From an optimization exercise on the open Yosys and OpenROAD flow, aimed at small area; shortcuts taken in it are not production practice.
Function was checked by simulation only, so behaviour that the tests miss may differ from the original.

==> design.v <==
package video_pkg;
    typedef logic [9:0] coord_t;
    typedef logic [4:0] tile_t;
    typedef struct packed {
        logic [3:0] r;
        logic [3:0] g;
        logic [3:0] b;
    } rgb_t;
    localparam int TILE_SIZE = 26;
    localparam rgb_t COL_BLACK      = 12'h000;
    localparam rgb_t COL_WHITE      = 12'hFFF;
    localparam rgb_t COL_BANNER_RED = 12'hF00;
    localparam rgb_t COL_BG         = 12'h111;
    localparam rgb_t COL_GRID       = 12'h222;
    localparam rgb_t COL_PATH       = 12'h532;
    localparam rgb_t COL_ENEMY      = 12'hD22;
    localparam rgb_t COL_CURSOR     = 12'hFF0;
    localparam rgb_t COL_UI         = 12'h222;
endpackage
package game_pkg;
    typedef enum logic [1:0] {
        ST_MENU,
        ST_GAME,
        ST_GAMEOVER
    } game_state_e;
    typedef enum logic [1:0] {
        SW_IDLE,
        SW_ENEMIES,
        SW_SPAWN
    } sweep_e;
    localparam int GRID_W         = 24;
    localparam int GRID_H         = 18;
    localparam int CURSOR_HOME_X  = 12;
    localparam int CURSOR_HOME_Y  = 9;
    localparam int MAX_LIVES      = 10;
    localparam int PATH_END       = 2200;
    localparam int SPAWN_INTERVAL = 31;
    localparam int PATH_C1 = 507;
    localparam int PATH_C2 = 741;
    localparam int PATH_C3 = 1115;
    localparam int PATH_C4 = 1245;
    localparam int PATH_C5 = 1499;
    localparam int PATH_C6 = 1729;
    localparam int PATH_Y0 = 73;
    localparam int PATH_X1 = 507;
    localparam int PATH_Y2 = 307;
    localparam int PATH_X3 = 133;
    localparam int PATH_Y4 = 177;
    localparam int PATH_X5 = 387;
    localparam int PATH_Y6 = 407;
    typedef struct packed {
        logic up;
        logic down;
        logic left;
        logic right;
        logic center;
    } press_t;
    typedef struct packed {
        logic [4:0] x;
        logic [4:0] y;
    } cursor_t;
    typedef struct packed {
        logic        active;
        logic [15:0] progress;
        logic [9:0]  x;
        logic [9:0]  y;
    } enemy_t;
endpackage
module player_input (
    input  logic        clk,
    input  logic        reset_i,
    input  video_pkg::coord_t      x_i,
    input  video_pkg::coord_t      y_i,
    input  logic        btn_up_i,
    input  logic        btn_down_i,
    input  logic        btn_left_i,
    input  logic        btn_right_i,
    input  logic        btn_center_i,
    input  game_pkg::game_state_e state_i,
    input  logic        new_game_i,
    output game_pkg::press_t      press_o,
    output game_pkg::cursor_t     cursor_o
);
    logic    frame_strobe;
    game_pkg::press_t  btn_now;
    game_pkg::press_t  btn_prev_q;
    game_pkg::cursor_t cursor_q;
    assign frame_strobe = (x_i == '0) && (y_i == '0);
    assign btn_now = {btn_up_i, btn_down_i, btn_left_i, btn_right_i, btn_center_i};
    assign press_o = frame_strobe ? game_pkg::press_t'(btn_now & ~btn_prev_q) : '0;
    always_ff @(posedge clk) begin
        if (reset_i) begin
            btn_prev_q <= '0;
        end else if (frame_strobe) begin
            btn_prev_q <= btn_now;
        end
    end
    always_ff @(posedge clk) begin
        if (reset_i || new_game_i) begin
            cursor_q.x <= 5'(game_pkg::CURSOR_HOME_X);
            cursor_q.y <= 5'(game_pkg::CURSOR_HOME_Y);
        end else if (state_i == game_pkg::ST_GAME) begin
            if (press_o.up && cursor_q.y != '0) begin
                cursor_q.y <= cursor_q.y - 1'b1;
            end else if (press_o.down && cursor_q.y != 5'(game_pkg::GRID_H - 1)) begin
                cursor_q.y <= cursor_q.y + 1'b1;
            end
            if (press_o.left && cursor_q.x != '0) begin
                cursor_q.x <= cursor_q.x - 1'b1;
            end else if (press_o.right && cursor_q.x != 5'(game_pkg::GRID_W - 1)) begin
                cursor_q.x <= cursor_q.x + 1'b1;
            end
        end
    end
    assign cursor_o = cursor_q;
endmodule
module game_flow (
    input  logic        clk,
    input  logic        reset_i,
    input  logic        center_i,
    input  logic        escape_i,
    output game_pkg::game_state_e state_o,
    output logic [3:0]  lives_o,
    output logic        new_game_o
);
    game_pkg::game_state_e state_q;
    logic [3:0]  lives_q;
    assign new_game_o = (state_q == game_pkg::ST_MENU) && center_i;
    always_ff @(posedge clk) begin
        if (reset_i) begin
            state_q <= game_pkg::ST_MENU;
            lives_q <= 4'(game_pkg::MAX_LIVES);
        end else begin
            case (state_q)
                game_pkg::ST_MENU: begin
                    if (center_i) begin
                        state_q <= game_pkg::ST_GAME;
                        lives_q <= 4'(game_pkg::MAX_LIVES);
                    end
                end
                game_pkg::ST_GAME: begin
                    if (escape_i && lives_q != '0) begin
                        lives_q <= lives_q - 1'b1;
                        if (lives_q == 4'd1) begin
                            state_q <= game_pkg::ST_GAMEOVER;
                        end
                    end
                end
                game_pkg::ST_GAMEOVER: begin
                    if (center_i) begin
                        state_q <= game_pkg::ST_MENU;
                    end
                end
                default: state_q <= game_pkg::ST_MENU;
            endcase
        end
    end
    assign state_o = state_q;
    assign lives_o = lives_q;
endmodule
module wave_engine (
    input  logic                  clk,
    input  logic                  reset_i,
    input  game_pkg::game_state_e state_i,
    input  logic                  new_game_i,
    output game_pkg::sweep_e      sweep_o,
    output logic [3:0]            idx_o,
    output logic [4:0]            spawn_cnt_o,
    output logic [6:0]            wrap_o,
    output logic                  escape_o
);
    logic [1:0]       div_q;
    logic             tick;
    game_pkg::sweep_e sweep_q;
    logic [3:0]       idx_q;
    logic [4:0]       spawn_cnt_q;
    logic [6:0]       wrap_q;
    assign tick = (div_q == '0);
    always_ff @(posedge clk) begin
        if (reset_i || new_game_i || tick) begin
            div_q <= 2'd3;
        end else begin
            div_q <= div_q - 1'b1;
        end
    end
    always_ff @(posedge clk) begin
        escape_o <= 1'b0;
        if (reset_i || new_game_i) begin
            sweep_q     <= game_pkg::SW_IDLE;
            idx_q       <= '0;
            spawn_cnt_q <= '0;
            wrap_q      <= '0;
        end else if (state_i == game_pkg::ST_GAME && tick) begin
            case (sweep_q)
                game_pkg::SW_IDLE: begin
                    sweep_q <= game_pkg::SW_ENEMIES;
                    idx_q   <= '0;
                end
                game_pkg::SW_ENEMIES: begin
                    if (spawn_cnt_q == '0 && wrap_q == 7'(idx_q) + 7'd72) begin
                        escape_o <= 1'b1;
                    end
                    if (idx_q == 4'd15) begin
                        sweep_q <= game_pkg::SW_SPAWN;
                    end else begin
                        idx_q <= idx_q + 1'b1;
                    end
                end
                game_pkg::SW_SPAWN: begin
                    sweep_q <= game_pkg::SW_ENEMIES;
                    idx_q   <= '0;
                    if (spawn_cnt_q == 5'd30) begin
                        spawn_cnt_q <= '0;
                        wrap_q      <= wrap_q + 1'b1;
                    end else begin
                        spawn_cnt_q <= spawn_cnt_q + 1'b1;
                    end
                end
                default: sweep_q <= game_pkg::SW_IDLE;
            endcase
        end
    end
    assign sweep_o     = sweep_q;
    assign idx_o       = idx_q;
    assign spawn_cnt_o = spawn_cnt_q;
    assign wrap_o      = wrap_q;
endmodule
module enemy_hit #(
    parameter bit VERT = 0
) (
    input  logic [9:0]            v,
    input  logic [9:0]            w,
    input  game_pkg::sweep_e      sweep_i,
    input  logic [3:0]            idx_i,
    input  logic [4:0]            spawn_cnt_i,
    input  logic [6:0]            wrap_i,
    output logic                  hit_o
);
    logic        band;
    logic        dneg;
    logic [11:0] pbase;
    logic [11:0] ps;
    logic [11:0] pe;
    logic [11:0] q;
    logic [12:0] b;
    logic [7:0]  z;
    logic [2:0]  q2;
    logic [4:0]  r;
    logic [6:0]  t;
    logic [7:0]  m;
    logic [3:0]  slot;
    logic        u;
    logic [4:0]  e;
    logic signed [12:0] lowc;
    logic signed [12:0] highc;
    logic signed [12:0] es;
    logic        exists;
    always_comb begin
        band = 1'b0; dneg = 1'b0; pbase = '0; ps = '0; pe = '0;
        if (!VERT) begin
            if (w >= 10'd66 && w <= 10'd80) begin
                band = 1'b1; dneg = 1'b0; pbase = 12'd0;    ps = 12'd0;    pe = 12'd506;
            end else if (w >= 10'd300 && w <= 10'd314) begin
                band = 1'b1; dneg = 1'b1; pbase = 12'd1248; ps = 12'd741;  pe = 12'd1114;
            end else if (w >= 10'd170 && w <= 10'd184) begin
                band = 1'b1; dneg = 1'b0; pbase = 12'd1112; ps = 12'd1245; pe = 12'd1498;
            end else if (w >= 10'd400 && w <= 10'd414) begin
                band = 1'b1; dneg = 1'b1; pbase = 12'd2116; ps = 12'd1729; pe = 12'd2116;
            end
        end else begin
            if (w >= 10'd500 && w <= 10'd514) begin
                band = 1'b1; dneg = 1'b0; pbase = 12'd434;  ps = 12'd507;  pe = 12'd740;
            end else if (w >= 10'd126 && w <= 10'd140) begin
                band = 1'b1; dneg = 1'b1; pbase = 12'd1422; ps = 12'd1115; pe = 12'd1244;
            end else if (w >= 10'd380 && w <= 10'd394) begin
                band = 1'b1; dneg = 1'b0; pbase = 12'd1322; ps = 12'd1499; pe = 12'd1728;
            end
        end
        q  = dneg ? pbase - 12'(v) : pbase + 12'(v);
        b  = 13'(q) + 13'd22 - 13'(spawn_cnt_i);
        z  = 8'(b[11:5]) + 8'(b[4:0]);
        if (z >= 8'd155)      q2 = 3'd5;
        else if (z >= 8'd124) q2 = 3'd4;
        else if (z >= 8'd93)  q2 = 3'd3;
        else if (z >= 8'd62)  q2 = 3'd2;
        else if (z >= 8'd31)  q2 = 3'd1;
        else                  q2 = 3'd0;
        r  = 5'(z - 8'd31 * 8'(q2));
        t  = b[11:5] + 7'(q2);
        m  = 8'(wrap_i) - 8'(t);
        exists = ((m >= 8'd1) && (m <= 8'd16)) || ((m >= 8'd73) && !m[7]);
        slot = m[7:0] <= 8'd16 ? 4'(m - 8'd1) : 4'(m - 8'd73);
        u  = (sweep_i == game_pkg::SW_SPAWN) ||
             (sweep_i == game_pkg::SW_ENEMIES && slot < idx_i);
        e  = 5'd30 - r + 5'(u);
        lowc  = 13'(ps) + 13'd8 - 13'(q);
        highc = 13'(pe) + 13'd8 - 13'(q);
        es = {8'd0, e};
        hit_o = band && !b[12] && (r >= 5'd15) && exists &&
                (e >= 5'd1) && (e <= 5'd15) &&
                (lowc <= es) && (highc >= es);
    end
endmodule
module scene_render (
    input  video_pkg::coord_t     x_i,
    input  video_pkg::coord_t     y_i,
    input  logic                  visible_i,
    input  game_pkg::game_state_e state_i,
    input  game_pkg::cursor_t     cursor_i,
    input  game_pkg::sweep_e      sweep_i,
    input  logic [3:0]            idx_i,
    input  logic [4:0]            spawn_cnt_i,
    input  logic [6:0]            wrap_i,
    output video_pkg::rgb_t       pixel_o
);
    localparam int PATH_HALF  = video_pkg::TILE_SIZE / 2;
    localparam int UI_BAR_H   = 25;
    video_pkg::tile_t      grid_x;
    video_pkg::tile_t      grid_y;
    logic [4:0] off_x;
    logic [4:0] off_y;
    logic       on_path;
    logic       on_enemy;
    logic       hit_h;
    logic       hit_v;
    logic       on_cursor;
    logic       in_menu_banner;
    logic       in_over_banner;
    function automatic logic in_range(input int v, input int lo, input int hi);
        in_range = (v >= lo) && (v <= hi);
    endfunction
    function automatic logic path_hit(input int px, input int py);
        path_hit = (in_range(py, game_pkg::PATH_Y0 - PATH_HALF, game_pkg::PATH_Y0 + PATH_HALF) &&
                in_range(px, 0, game_pkg::PATH_X1 + PATH_HALF)) ||
               (in_range(px, game_pkg::PATH_X1 - PATH_HALF, game_pkg::PATH_X1 + PATH_HALF) &&
                in_range(py, game_pkg::PATH_Y0 - PATH_HALF, game_pkg::PATH_Y2 + PATH_HALF)) ||
               (in_range(py, game_pkg::PATH_Y2 - PATH_HALF, game_pkg::PATH_Y2 + PATH_HALF) &&
                in_range(px, game_pkg::PATH_X3 - PATH_HALF, game_pkg::PATH_X1 + PATH_HALF)) ||
               (in_range(px, game_pkg::PATH_X3 - PATH_HALF, game_pkg::PATH_X3 + PATH_HALF) &&
                in_range(py, game_pkg::PATH_Y4 - PATH_HALF, game_pkg::PATH_Y2 + PATH_HALF)) ||
               (in_range(py, game_pkg::PATH_Y4 - PATH_HALF, game_pkg::PATH_Y4 + PATH_HALF) &&
                in_range(px, game_pkg::PATH_X3 - PATH_HALF, game_pkg::PATH_X5 + PATH_HALF)) ||
               (in_range(px, game_pkg::PATH_X5 - PATH_HALF, game_pkg::PATH_X5 + PATH_HALF) &&
                in_range(py, game_pkg::PATH_Y4 - PATH_HALF, game_pkg::PATH_Y6 + PATH_HALF)) ||
               (in_range(py, game_pkg::PATH_Y6 - PATH_HALF, game_pkg::PATH_Y6 + PATH_HALF) &&
                in_range(px, 0, game_pkg::PATH_X5 + PATH_HALF));
    endfunction
    assign grid_x = video_pkg::tile_t'(x_i / video_pkg::TILE_SIZE);
    assign grid_y = video_pkg::tile_t'(y_i / video_pkg::TILE_SIZE);
    assign off_x  = 5'(x_i % video_pkg::TILE_SIZE);
    assign off_y  = 5'(y_i % video_pkg::TILE_SIZE);
    assign on_path = path_hit(int'(x_i), int'(y_i));
    enemy_hit #(.VERT(0)) hit_h_inst (
        .v (x_i), .w (y_i), .sweep_i (sweep_i), .idx_i (idx_i),
        .spawn_cnt_i (spawn_cnt_i), .wrap_i (wrap_i), .hit_o (hit_h)
    );
    enemy_hit #(.VERT(1)) hit_v_inst (
        .v (y_i), .w (x_i), .sweep_i (sweep_i), .idx_i (idx_i),
        .spawn_cnt_i (spawn_cnt_i), .wrap_i (wrap_i), .hit_o (hit_v)
    );
    assign on_enemy = hit_h || hit_v;
    assign on_cursor = (grid_x == cursor_i.x) && (grid_y == cursor_i.y) &&
                       ((((off_y == 5'd12) || (off_y == 5'd13)) &&
                         in_range(int'(off_x), 7, 18)) ||
                        (((off_x == 5'd12) || (off_x == 5'd13)) &&
                         in_range(int'(off_y), 7, 18)));
    assign in_menu_banner = in_range(int'(x_i), 160, 479) && in_range(int'(y_i), 100, 139);
    assign in_over_banner = in_range(int'(x_i), 200, 439) && in_range(int'(y_i), 180, 219);
    always_comb begin
        pixel_o = video_pkg::COL_BLACK;
        if (visible_i) begin
            case (state_i)
                game_pkg::ST_MENU: begin
                    if (in_menu_banner) begin
                        pixel_o = video_pkg::COL_WHITE;
                    end
                end
                game_pkg::ST_GAME: begin
                    pixel_o = video_pkg::COL_BG;
                    if (off_x == '0 || off_y == '0) begin
                        pixel_o = video_pkg::COL_GRID;
                    end
                    if (on_path) begin
                        pixel_o = video_pkg::COL_PATH;
                    end
                    if (on_enemy) begin
                        pixel_o = video_pkg::COL_ENEMY;
                    end
                    if (on_cursor) begin
                        pixel_o = video_pkg::COL_CURSOR;
                    end
                    if (int'(y_i) < UI_BAR_H) begin
                        pixel_o = video_pkg::COL_UI;
                    end
                end
                game_pkg::ST_GAMEOVER: begin
                    if (in_over_banner) begin
                        pixel_o = video_pkg::COL_BANNER_RED;
                    end
                end
                default: pixel_o = video_pkg::COL_BLACK;
            endcase
        end
    end
endmodule
module tower_defense_top (
    input  logic       clk,
    input  logic       reset_i,
    input  logic       visible_i,
    input  video_pkg::coord_t     x_i,
    input  video_pkg::coord_t     y_i,
    input  logic       btn_up_i,
    input  logic       btn_down_i,
    input  logic       btn_left_i,
    input  logic       btn_right_i,
    input  logic       btn_center_i,
    output video_pkg::rgb_t       pixel_o,
    output logic [3:0] lives_o
);
    game_pkg::press_t                   press;
    game_pkg::cursor_t                  cursor;
    game_pkg::game_state_e              state;
    logic                     new_game;
    logic                     escape;
    game_pkg::sweep_e         sweep;
    logic [3:0]               idx;
    logic [4:0]               spawn_cnt;
    logic [6:0]               wrap;
    player_input player_input_inst (
        .clk          (clk),
        .reset_i      (reset_i),
        .x_i          (x_i),
        .y_i          (y_i),
        .btn_up_i     (btn_up_i),
        .btn_down_i   (btn_down_i),
        .btn_left_i   (btn_left_i),
        .btn_right_i  (btn_right_i),
        .btn_center_i (btn_center_i),
        .state_i      (state),
        .new_game_i   (new_game),
        .press_o      (press),
        .cursor_o     (cursor)
    );
    game_flow game_flow_inst (
        .clk        (clk),
        .reset_i    (reset_i),
        .center_i   (press.center),
        .escape_i   (escape),
        .state_o    (state),
        .lives_o    (lives_o),
        .new_game_o (new_game)
    );
    wave_engine wave_engine_inst (
        .clk         (clk),
        .reset_i     (reset_i),
        .state_i     (state),
        .new_game_i  (new_game),
        .sweep_o     (sweep),
        .idx_o       (idx),
        .spawn_cnt_o (spawn_cnt),
        .wrap_o      (wrap),
        .escape_o    (escape)
    );
    scene_render scene_render_inst (
        .x_i         (x_i),
        .y_i         (y_i),
        .visible_i   (visible_i),
        .state_i     (state),
        .cursor_i    (cursor),
        .sweep_i     (sweep),
        .idx_i       (idx),
        .spawn_cnt_i (spawn_cnt),
        .wrap_i      (wrap),
        .pixel_o     (pixel_o)
    );
endmodule
==> run.sh <==
#!/bin/bash
# synth_recipe.tcl (not shown) runs the flow's synth.tcl, then flattens the netlist and writes it again
# the make line also repeats each setting of config.mk as NAME=value (left out here)
make -C /OpenROAD-flow-scripts/flow DESIGN_CONFIG=/design/flow/config.mk WORK_HOME=/design/flow/orfs CLKGATE_MAP_FILE= SYNTH_SCRIPT=/design/flow/synth_recipe.tcl finish
==> config.mk <==
export PLATFORM = sky130hd
export DESIGN_NAME = tower_defense_top
export DESIGN_NICKNAME = tower_defense_top
export VERILOG_FILES = /design/flow/design.v
export SDC_FILE = /design/flow/constraint.sdc
export NUM_CORES = 4
export LEC_CHECK = 0
export ABC_AREA = 1
export CAP_MARGIN = 20
export CORE_MARGIN = 2
export CORE_UTILIZATION = 40
export SLEW_MARGIN = 20
==> constraint.sdc <==
create_clock -name core_clock -period 12.0 [get_ports {clk}]
set_input_delay 2.4000 -clock core_clock [delete_from_list [all_inputs] [get_ports {clk}]]
set_output_delay 2.4000 -clock core_clock [all_outputs]
set_load 0.01 [all_outputs]
==> summary.txt, run 1 <==
Placed design
  • Placed Area: 16500 um2
  • Gpl congestion: just under 1
  • Inst Count DP: around 2800
  • DP HPWL: around 34000 um
  • Port Buffers: between 40 and 50

Worst setup path
  • Worst Reg-to-Reg Cells: 11
  • Worst reg2reg startpoint: game_flow_inst.state_q[0]
  • Critical R2R Capture: wave_engine_inst.wrap_q[6]
  • Startpoint Class: input port
  • CP required: approximately 9.6 ns
  • Setup Crit Path Kind: in -> out
  • Critical Path Fanout Max: 7
  • R2R setup slack: 9.38 ns
  • Crit path top cell by count: buf_4
  • Slowest Stage Delay on Critical Path: between 0.4 and 0.5 ns
  • Slowest cell on crit path: fa_2
  • CP arrival: ~13 ns
  • CP endpoint kind: primary output

Global route
  • Total gr overflow: 0
  • Initial antenna violation count: 0
  • Largest net degree at the start of global routing: 23
  • Global-route wire length before repair: between 60000 and 70000 um
  • Vias in the first global route: between 10000 and 15000
  • Gr usage total: roughly 25%

Hold path
  • Hold path cells: 1
  • HP Start: wave_engine_inst.div_q[0]
  • Endpoint, Worst Hold: wave_engine_inst.div_q[0]
  • Min-Delay Path Class: reg -> reg

Synth
  • Syn Nets: 2250
  • Sequential share of the synthesized area: under 10%
  • Area contributors post-synth: ha_1 (21%), nand2_1 (12%), inv_1 (11%), xor2_1 (7.1%), dfxtp_1 (6.6%)
  • Area share of the largest cell type after synthesis: a little over a fifth
  • Top_reg_cell synth: dfxtp_1
  • Number of synthesized flops with an enable pin: 0
  • Adder-Cell Fraction of Synth Area: roughly a quarter
  • Synth Area in Compound Gates: 15.3%
  • Mux cell area share after synthesis: 0%
  • Synth warnings: 6
  • Post-synth top area cell: ha_1
  • Cells after Synth: 1986
  • Yosys cell types: 65
  • Ys async rst share: 0%
  • Post-Synth XOR/XNOR Area: 10.4%
  • Simple-Gate Fraction of Synth Area: 30.9%
  • Largest family of logic cells by synthesized area: simple AND/OR/NAND/NOR gates
  • Register bit total from synthesis: 42
  • Mean post-synth cell area: ~6.4 um2
  • Mapped Area: around 13000 um2

STA
  • Worst Tran Pin Value: between 0.9 and 1 ns
  • Fin crit period: 15.79 ns
  • Setup ws final: -3.79 ns
  • Final Hold Viols: 0
  • Hold Slack: about 0.4 ns
  • Final Max Slew Viols: 0
  • Final setup violation count: 8
  • Setup TNS: -29.58 ns
  • RSZ-0062 raised after global routing: true
  • Peak Freq: around 63 MHz
  • Tcrit/Tclk final: 132%
  • Max transition margin: between 30% and 40%
  • Clock skew: ~0.0093 ns

Floorplanning
  • Die area: approximately 33000 um2
  • Die W: around 180 um
  • Ports: between 40 and 50
  • Core ar.: 31400 um2
  • Row count: 65
  • Initial Util: 40.3%
  • Die boundary height: 182 um

Finish
  • Most frequent cells in the layout: buf_4 (463), nand2_1 (336), inv_1 (327)
  • Share of post-route cells with drive strength above 1: between 30% and 40%
  • P&R area growth vs syn: 49.2%
  • ANT cells: 0
  • Final nets: between 2000 and 3000
  • Most common cell after layout, fill and taps aside: buf_4
  • Post-Layout Inst Area: ~19000 um2
  • Non-filler instance count after layout: roughly 2900

Clocking
  • Clk sinks: 42
  • Clock network latency to the later pin of the worst-skew pair: 0.30 ns
  • Max clock buf depth: 2
  • Root Driver: clkbuf_16
  • # hold bufs at CTS: 0
  • Clk slew on worst S/H paths: ~0.060 ns
  • CTS tree: done
  • H-tree depth: 2
  • CTS buffer count: 5

Outcome
  • Status: failed layout checks
  • Violated checks: setup timing

Detailed routing
  • Total routed wirelength: between 40000 and 50000 um
  • Residual DRC: 0
  • Final ANT Viol Nets: 0
  • Avg WL per Cell: ~15 um
  • Routed vias/inst: approximately 5
  • Via count: between 10000 and 15000
  • Initial DRT Pass Iterations: 7
  • Initial DRC Count: just under 800

Job
  • Max cap viols: 0
per-stage QoR:
stage	utilization (%)	setup WS [ns]
finish	60.2	-3.79
global placement	52.7	-5.42
CTS	56.5	-3.79
global route	60.2	-4.44
detailed placement	52.7	-5.45
floorplan	-	-2.98
critical path: cells and delay by family:
kind,cells,cell delay (ns)
simple gates,28,2.70
fa+ha+maj,6,1.69
compound gates,14,2.30
xor+xnor,5,0.98
buf+inv,29,3.30
layout make-up:
cell class                 count  area, um2
inverter                     384       1460
clock buffer                   7        133
timing repair buffer         531       4170
tap                          402        503
sequential                    42        841
multi-input combinational   1540      11800
fill                        2920      12500
synth_stat cells, types with 7 or more instances:
| cell | instances |
|---|---|
| nand2_1 | 389 |
| inv_1 | 359 |
| nand3_2 | 11 |
| nor2_2 | 14 |
| o31ai_1 | 7 |
| a21oi_1 | 127 |
| nor2_1 | 141 |
| fa_1 | 19 |
| nand4_1 | 44 |
| a31oi_1 | 14 |
| o211ai_1 | 11 |
| nor4_1 | 7 |
| dfxtp_1 | 42 |
| ha_1 | 217 |
| o21ai_1 | 11 |
| or2_2 | 11 |
| o21ai_0 | 78 |
| buf_4 | 9 |
| xor2_1 | 103 |
| inv_2 | 19 |
| nand2_4 | 9 |
| a211oi_1 | 11 |
| nand2_2 | 32 |
| o21bai_1 | 10 |
| nor3_1 | 25 |
| xnor2_1 | 45 |
| nand3_1 | 112 |
how the worst max path moves through the flow:
stage                       from          to  slack [ns]  cells after the start
after CTS                 y_i[1]  pixel_o[1]       -3.79                     83
after global placement    y_i[6]  pixel_o[1]       -5.42                     81
after detailed placement  y_i[6]  pixel_o[1]       -5.45                     81
after floorplan           x_i[8]  pixel_o[1]       -2.98                     83
final                     y_i[6]  pixel_o[1]       -3.79                     82
after global routing      x_i[8]  pixel_o[1]       -4.44                     81
cells by family after synthesis:
logic type               Yosys count
AO/OA/AOI/OAI                    326
XOR/XNOR                         149
AND/OR/NAND/NOR                  829
flip-flops                        42
buffers and inverters            404
adder cells (fa/ha/maj)          236
sequential cells by signal (all words and copies together) (netlist names), 4 cells and up:
| signal | cells |
|---|---|
| player_input_inst.cursor_q | 10 |
| wave_engine_inst.spawn_cnt_q | 5 |
| wave_engine_inst.idx_q | 4 |
| wave_engine_inst.wrap_q | 7 |
| player_input_inst.btn_prev_q | 5 |
| game_flow_inst.lives_q | 4 |
layer usage:
layer	share of wire (%)	vias up	track usage, %
li1	-	7546	-
met1	43	6672	29.6
met2	49	316	44.2
met3	3.9	94	3.09
met4	3.7	0	9.39
met5	0	-	0
repair_timing:
action,CTS,global route
pin swaps,109,180
setup buffers,76,39
endpoints found under the setup margin,8,8
cloned,0,0
gates resized for setup,245,209
==> inputs of run 2 (changes only) <==
--- a/design.v
+++ b/design.v
@@ -67,2 +67,20 @@
     } enemy_t;
+    function automatic logic [12:0] radd(input logic [11:0] a, input logic [11:0] b,
+                                         input logic ci);
+        logic c;
+        c = ci;
+        for (int i = 0; i < 12; i++) begin
+            radd[i] = a[i] ^ b[i] ^ c;
+            c = (a[i] & b[i]) | (c & (a[i] ^ b[i]));
+        end
+        radd[12] = c;
+    endfunction
+    function automatic logic rge(input logic [11:0] a, input logic [11:0] b);
+        logic g;
+        g = 1'b1;
+        for (int i = 0; i < 12; i++) begin
+            g = (a[i] & ~b[i]) | (~(a[i] ^ b[i]) & g);
+        end
+        rge = g;
+    endfunction
 endpackage
@@ -232,6 +250,8 @@
     input  logic [9:0]            w,
-    input  game_pkg::sweep_e      sweep_i,
+    input  logic                  spawn_i,       
+    input  logic                  enemies_i,     
     input  logic [3:0]            idx_i,
-    input  logic [4:0]            spawn_cnt_i,
     input  logic [6:0]            wrap_i,
+    input  logic [19:0]           ar_i,
+    input  logic [3:0]            borrow_i,
     output logic                  hit_o
@@ -239,31 +259,52 @@
     logic        band;
+    logic        first;
     logic        dneg;
-    logic [11:0] pbase;
-    logic [11:0] ps;
-    logic [11:0] pe;
-    logic [11:0] q;
-    logic [12:0] b;
-    logic [7:0]  z;
-    logic [2:0]  q2;
+    logic [1:0]  ksel;
+    logic [7:0]  csel;
+    logic [10:0] chi;
+    logic [10:0] clo;
+    logic [4:0]  ar;
+    logic        borrow;
+    logic [4:0]  a5;
+    logic [5:0]  za;
+    logic [5:0]  zb;
+    logic [4:0]  xr;
+    logic [5:0]  xq;
+    logic [4:0]  xr2;
+    logic [5:0]  sum0;
+    logic [5:0]  sum1;
+    logic        cy;
     logic [4:0]  r;
-    logic [6:0]  t;
-    logic [7:0]  m;
-    logic [3:0]  slot;
-    logic        u;
-    logic [4:0]  e;
-    logic signed [12:0] lowc;
-    logic signed [12:0] highc;
-    logic signed [12:0] es;
-    logic        exists;
+    logic [7:0]  pp;
+    logic [7:0]  xq2;
+    logic [7:0]  mma;
+    logic [7:0]  mmb;
+    logic        exa, exb, ua, ub;
+    logic        tneg;
+    logic signed [11:0] ehi;
+    logic signed [11:0] elo;
+    logic [5:0]  lo0;
+    logic signed [6:0] hi0;
+    logic        h0, h1;
+    logic signed [6:0] rs;
+    function automatic logic exists_f(input logic [7:0] mm);
+        exists_f = (mm[7:4] == 4'b0000) || (mm[7:3] == 5'b01001) || (mm[7:3] == 5'b01010);
+    endfunction
+    function automatic logic moved_f(input logic [7:0] mm, input logic [3:0] idx,
+                                     input logic spawn, input logic enemies);
+        logic [3:0] slot;
+        slot = {mm[3] ^ mm[6], mm[2:0]};
+        moved_f = spawn || (enemies && (slot < idx));
+    endfunction
     always_comb begin
-        band = 1'b0; dneg = 1'b0; pbase = '0; ps = '0; pe = '0;
+        band = 1'b0; first = 1'b0; dneg = 1'b0; ksel = 2'd0; csel = '0; chi = '0; clo = '0;
         if (!VERT) begin
             if (w >= 10'd66 && w <= 10'd80) begin
-                band = 1'b1; dneg = 1'b0; pbase = 12'd0;    ps = 12'd0;    pe = 12'd506;
+                band = 1'b1; first = 1'b1; ksel = 2'd0; csel = 8'd255; chi = 11'd484; clo = 11'd0;
             end else if (w >= 10'd300 && w <= 10'd314) begin
-                band = 1'b1; dneg = 1'b1; pbase = 12'd1248; ps = 12'd741;  pe = 12'd1114;
+                band = 1'b1; dneg = 1'b1; ksel = 2'd1; csel = 8'd215; chi = 11'd156; clo = 11'd529;
             end else if (w >= 10'd170 && w <= 10'd184) begin
-                band = 1'b1; dneg = 1'b0; pbase = 12'd1112; ps = 12'd1245; pe = 12'd1498;
+                band = 1'b1; ksel = 2'd2; csel = 8'd219; chi = 11'd364; clo = 11'd111;
             end else if (w >= 10'd400 && w <= 10'd414) begin
-                band = 1'b1; dneg = 1'b1; pbase = 12'd2116; ps = 12'd1729; pe = 12'd2116;
+                band = 1'b1; dneg = 1'b1; ksel = 2'd1; csel = 8'd187; chi = 11'd22; clo = 11'd409;
             end
@@ -271,32 +312,48 @@
             if (w >= 10'd500 && w <= 10'd514) begin
-                band = 1'b1; dneg = 1'b0; pbase = 12'd434;  ps = 12'd507;  pe = 12'd740;
+                band = 1'b1; ksel = 2'd0; csel = 8'd241; chi = 11'd284; clo = 11'd51;
             end else if (w >= 10'd126 && w <= 10'd140) begin
-                band = 1'b1; dneg = 1'b1; pbase = 12'd1422; ps = 12'd1115; pe = 12'd1244;
+                band = 1'b1; dneg = 1'b1; ksel = 2'd2; csel = 8'd209; chi = 11'd200; clo = 11'd329;
             end else if (w >= 10'd380 && w <= 10'd394) begin
-                band = 1'b1; dneg = 1'b0; pbase = 12'd1322; ps = 12'd1499; pe = 12'd1728;
+                band = 1'b1; ksel = 2'd3; csel = 8'd212; chi = 11'd384; clo = 11'd155;
             end
         end
-        q  = dneg ? pbase - 12'(v) : pbase + 12'(v);
-        b  = 13'(q) + 13'd22 - 13'(spawn_cnt_i);
-        z  = 8'(b[11:5]) + 8'(b[4:0]);
-        if (z >= 8'd155)      q2 = 3'd5;
-        else if (z >= 8'd124) q2 = 3'd4;
-        else if (z >= 8'd93)  q2 = 3'd3;
-        else if (z >= 8'd62)  q2 = 3'd2;
-        else if (z >= 8'd31)  q2 = 3'd1;
-        else                  q2 = 3'd0;
-        r  = 5'(z - 8'd31 * 8'(q2));
-        t  = b[11:5] + 7'(q2);
-        m  = 8'(wrap_i) - 8'(t);
-        exists = ((m >= 8'd1) && (m <= 8'd16)) || ((m >= 8'd73) && !m[7]);
-        slot = m[7:0] <= 8'd16 ? 4'(m - 8'd1) : 4'(m - 8'd73);
-        u  = (sweep_i == game_pkg::SW_SPAWN) ||
-             (sweep_i == game_pkg::SW_ENEMIES && slot < idx_i);
-        e  = 5'd30 - r + 5'(u);
-        lowc  = 13'(ps) + 13'd8 - 13'(q);
-        highc = 13'(pe) + 13'd8 - 13'(q);
-        es = {8'd0, e};
-        hit_o = band && !b[12] && (r >= 5'd15) && exists &&
-                (e >= 5'd1) && (e <= 5'd15) &&
-                (lowc <= es) && (highc >= es);
+        ar     = ar_i[ksel*5 +: 5];
+        borrow = borrow_i[ksel];
+        a5 = v[9:5];
+        za = {1'b0, a5} + {1'b0, v[4:0]};
+        zb = {1'b0, a5} + {1'b0, v[4:0]} + 6'd1;
+        xr = zb[5] ? zb[4:0] : za[4:0];
+        xq = {1'b0, a5} + {5'd0, zb[5]};
+        xr2  = dneg ? ~xr : xr;
+        sum0 = {1'b0, ar} + {1'b0, xr2};
+        sum1 = {1'b0, ar} + {1'b0, xr2} + 6'd1;
+        cy   = sum1[5];
+        r    = cy ? sum1[4:0] : sum0[4:0];
+        pp  = {1'b0, wrap_i} + csel + {7'd0, borrow};
+        xq2 = dneg ? {2'b00, xq} : ~{2'b00, xq};
+        mma = pp + xq2;
+        mmb = pp + xq2 + 8'd1;
+        exa = exists_f(mma);
+        exb = exists_f(mmb);
+        ua  = moved_f(mma, idx_i, spawn_i, enemies_i);
+        ub  = moved_f(mmb, idx_i, spawn_i, enemies_i);
+        tneg = first && borrow && (xq == 6'd0) && !cy;
+        if (dneg) begin
+            ehi = 12'(chi) - 12'(v);
+            elo = 12'(clo) - 12'(v);
+        end else begin
+            ehi = 12'(v) - 12'(chi);
+            elo = first ? 12'sd29 : 12'(v) - 12'(clo);
+        end
+        if (ehi < 12'sd15)      lo0 = 6'd15;
+        else if (ehi > 12'sd31) lo0 = 6'd32;
+        else                    lo0 = ehi[5:0];
+        if (elo > 12'sd29)      hi0 = 7'sd29;
+        else if (elo < -12'sd2) hi0 = -7'sd2;
+        else                    hi0 = elo[6:0];
+        rs = {2'b00, r};
+        h0 = ({1'b0, r} >= lo0) && (rs <= hi0);
+        h1 = ({1'b0, r} > lo0) && (rs <= hi0 + 7'sd1);
+        hit_o = band && !tneg &&
+                (cy ? (exa && (ua ? h1 : h0)) : (exb && (ub ? h1 : h0)));
     end
@@ -352,9 +409,22 @@
     assign on_path = path_hit(int'(x_i), int'(y_i));
+    logic [19:0]     ar;
+    logic [3:0]      borrow;
+    logic            spawn_st;
+    logic            enemies_st;
+    localparam logic [19:0] KR = {5'd11, 5'd18, 5'd30, 5'd22};
+    always_comb begin
+        for (int k = 0; k < 4; k++) begin
+            borrow[k]     = spawn_cnt_i > KR[k*5 +: 5];
+            ar[k*5 +: 5]  = borrow[k] ? 5'(KR[k*5 +: 5] + 5'd31 - spawn_cnt_i) : 5'(KR[k*5 +: 5] - spawn_cnt_i);
+        end
+    end
+    assign spawn_st   = (sweep_i == game_pkg::SW_SPAWN);
+    assign enemies_st = (sweep_i == game_pkg::SW_ENEMIES);
     enemy_hit #(.VERT(0)) hit_h_inst (
-        .v (x_i), .w (y_i), .sweep_i (sweep_i), .idx_i (idx_i),
-        .spawn_cnt_i (spawn_cnt_i), .wrap_i (wrap_i), .hit_o (hit_h)
+        .v (x_i), .w (y_i), .spawn_i (spawn_st), .enemies_i (enemies_st), .idx_i (idx_i),
+        .wrap_i (wrap_i), .ar_i (ar), .borrow_i (borrow), .hit_o (hit_h)
     );
     enemy_hit #(.VERT(1)) hit_v_inst (
-        .v (y_i), .w (x_i), .sweep_i (sweep_i), .idx_i (idx_i),
-        .spawn_cnt_i (spawn_cnt_i), .wrap_i (wrap_i), .hit_o (hit_v)
+        .v (y_i), .w (x_i), .spawn_i (spawn_st), .enemies_i (enemies_st), .idx_i (idx_i),
+        .wrap_i (wrap_i), .ar_i (ar), .borrow_i (borrow), .hit_o (hit_v)
     );
==> run 2 against run 1 <==
Against the previous run: now clean on timing, DRC and antenna; maximum frequency increased by 38%; count of clock-buffer cells in the layout unchanged; via count increased by 2.6%; worst hold slack got worse by 0.013 ns; core utilization decreased by 11 points; critical path type unchanged; critical endpoint unchanged.
==> summary.txt, run 2 <==
Synth
  • Register bit total from synthesis: 42
  • Area contributors post-synth: ha_1 (17%), nand2_1 (14%), inv_1 (8.9%), xor2_1 (6.8%), dfxtp_1 (6.3%)
  • Number of synthesized flops with an enable pin: 0
  • Post-synth top area cell: ha_1
  • Top_reg_cell synth: dfxtp_1
  • Mapped Area: 13200 um2
  • Synth warnings: 6
  • Area share of the largest cell type after synthesis: between 10% and 20%
  • Sequential share of the synthesized area: around 6.3%
  • Most frequent cell after synthesis: nand2_1
  • Yosys cell types: 66
  • Ys async rst share: 0%
  • Most frequent cells after synthesis: nand2_1 (478), inv_1 (314), nor2_1 (194)
  • Syn Nets: approximately 2400
  • Cells after Synth: between 2000 and 2500
  • Mean post-synth cell area: between 6 and 7 um2

Detailed routing
  • Residual DRC: 0
  • Total routed wirelength: between 40000 and 50000 um
  • Routed vias/inst: between 5 and 6
  • Via count: ~15000
  • Avg WL per Cell: roughly 15 um
  • Initial DRT Pass Iterations: 5
  • Initial DRC Count: approximately 1000
  • Final ANT Viol Nets: 0

Clocking
  • CTS tree: done
  • Clk slew on worst S/H paths: 0.06 ns
  • CTS buffer count: 5
  • Root Driver: clkbuf_16
  • H-tree depth: 2
  • # hold bufs at CTS: 0
  • Clock network latency to the later pin of the worst-skew pair: roughly 0.30 ns
  • Max clock buf depth: 2
  • Clk sinks: 42

Worst setup path
  • Critical Path Fanout Max: 15
  • CP required: between 9 and 10 ns
  • Crit path top cell by count: nand2_1
  • Startpoint Class: input port
  • Slowest Stage Delay on Critical Path: about 0.44 ns
  • Setup Crit Path Kind: in -> out
  • CP endpoint kind: primary output
  • R2R setup slack: slightly above 9 ns
  • CP arrival: about 9 ns
  • Worst Reg-to-Reg Cells: 13
  • Slowest cell on crit path: clkdlybuf4s50_1

Floorplanning
  • Die boundary height: approximately 190 um
  • Die W: between 150 and 200 um
  • Initial Util: between 40% and 50%
  • Row count: 66
  • Core ar.: about 33000 um2
  • Ports: 44
  • Die area: about 35000 um2

Job
  • Max cap viols: 0

Finish
  • ANT cells: 0
  • Seq. cell area: 841 um2
  • Largest Register: player_input_inst.cursor_q
  • Largest register FFs: 10
  • Non-filler instance count after layout: between 2000 and 3000
  • Fill cells: ~3500
  • Top Registers: player_input_inst.cursor_q (10), wave_engine_inst.wrap_q (7)
  • Most common cell after layout, fill and taps aside: nand2_1
  • Final nets: ~2600
  • P&R area growth vs syn: 20.3%
  • Most frequent cells in the layout: nand2_1 (470), inv_1 (313), buf_4 (195)
  • Multi-input logic area: roughly 11000 um2
  • Share of post-route cells with drive strength above 1: approximately 14%

Outcome
  • Status: complete, no violations

Placed design
  • Port Buffers: 43
  • Gpl congestion: just under 1
  • DP HPWL: between 30000 and 40000 um
  • Worst slack, placed: -0.140 ns
  • Inst Count DP: between 2000 and 3000

Hold path
  • Hold path cells: 1
  • Min-Delay Path Class: reg -> reg

STA
  • Peak Freq: between 80 and 90 MHz
  • Final Max Slew Viols: 0
  • Final setup violation count: 0
  • Fin crit period: 11.47 ns
  • Max transition margin: about two fifths
  • Final Hold Viols: 0
  • Clock skew: between 0.006 and 0.007 ns
  • Setup ws final: roughly 0.53 ns
  • Tcrit/Tclk final: a little over nine tenths
  • Worst Tran Pin Value: between 0.8 and 0.9 ns

Global route
  • Gr usage total: roughly a quarter
  • Largest net degree at the start of global routing: 25
  • Total gr overflow: 0
  • Vias in the first global route: 14196
  • Initial antenna violation count: 0
  • Global-route wire length before repair: approximately 70000 um
==> run 2: area by class of cell <==
cell class                 count  share of cell area, %
inverter                     331                   7.84
sequential                    42                   5.28
multi-input combinational   1757                   70.0
clock inverter                 1                  0.188
clock buffer                   7                  0.832
timing repair buffer         243                   12.4
tap                          442                   3.47
==> run 2: stage by stage <==
| step | TNS, ns | util [%] | hold slack (ns) | instance area [um2] |
|---|---|---|---|---|
| floorplan | 0 | - | 0.365 | 13200 |
| global placement | -0.0860 | 47.4 | 0.372 | 15400 |
| CTS | 0 | 48.1 | 0.397 | 15700 |
| finish | 0 | 49.0 | 0.397 | 15900 |
| global route | -0.0716 | 49.0 | 0.418 | 15900 |
| detailed placement | -0.525 | 47.4 | 0.381 | 15400 |
==> run 2: routing by layer <==
layer	wire length [um]	track usage, %
met5	0	0
met4	981	6.65
met3	2020	1.49
met2	20100	43.3
met1	20600	34.5
==> run 2: cells by family (layout without fill, tap and decap cells) <==
| logic type | after synthesis | in the layout | share of synthesized area [%] |
|---|---|---|---|
| AO/OA/AOI/OAI | 406 | 406 | 17.9 |
| XOR/XNOR | 143 | 143 | 9.46 |
| adder cells (fa/ha/maj) | 205 | 205 | 21.0 |
| buffers and inverters | 382 | 582 | 11.1 |
| flip-flops | 42 | 42 | 6.35 |
| multiplexers | 3 | 3 | 0.227 |
| AND/OR/NAND/NOR | 1000 | 1000 | 33.9 |
==> run 2: path summary, 6_finish.rpt <==
| kind | startpoint | end |
|---|---|---|
| max reg2reg | game_flow_inst.state_q[0] | wave_engine_inst.wrap_q[6] |
| min | wave_engine_inst.div_q[0] | wave_engine_inst.div_q[0] |
| min reg2reg | wave_engine_inst.div_q[0] | wave_engine_inst.div_q[0] |
| max | y_i[0] | pixel_o[1] |
==> run 2: repair_timing <==
item / in CTS / in global routing
setup buffers: 2 / 10
pin swaps: 6 / 17
gates cloned: 0 / 0
resized for setup: 16 / 67
setup endpoints to repair: 7 / 8
==> run 2: critical path, delay by kind of cell <==
family,cells,cell delay (ns)
compound gates,8,1.79
xor+xnor,2,0.36
fa+ha+maj,4,0.97
buf+inv,10,1.47
simple gates,23,2.09

[afterwards: timing with drivers on the ports]
In the flow no input, the clock included, has a driving cell. The finished layouts below were timed again as built, in two steps.
Step 1: set_driving_cell puts a clkbuf_16 on clk and a buf_2 on each other input, an assumption about the parent block.
Step 2 times the ports against the registers' clock, not the clock port: input delays grow and output delays shrink by t, the midpoint of the rising clock arrivals with the driver on.
Slacks: no drivers / after step 1 / after step 2; pairs: no drivers / after step 1.
| run | t, ns | setup slack, ns | hold WS [ns] | slew at the worst register clock pin (ns) | cell pins on the clock port's net |
|---|---|---|---|---|---|
| run 1 | 0.345 | -3.786 / -3.836 / -3.836 | 0.410 / 0.410 / 0.410 | 0.07 / 0.07 | 1 |
| run 2 | 0.342 | 0.531 / 0.510 / 0.510 | 0.397 / 0.397 / 0.397 | 0.06 / 0.06 | 1 |
For run 1, which loses most, drivers alone change the setup slack by -0.050 ns; drivers and shift together by -0.050 ns.
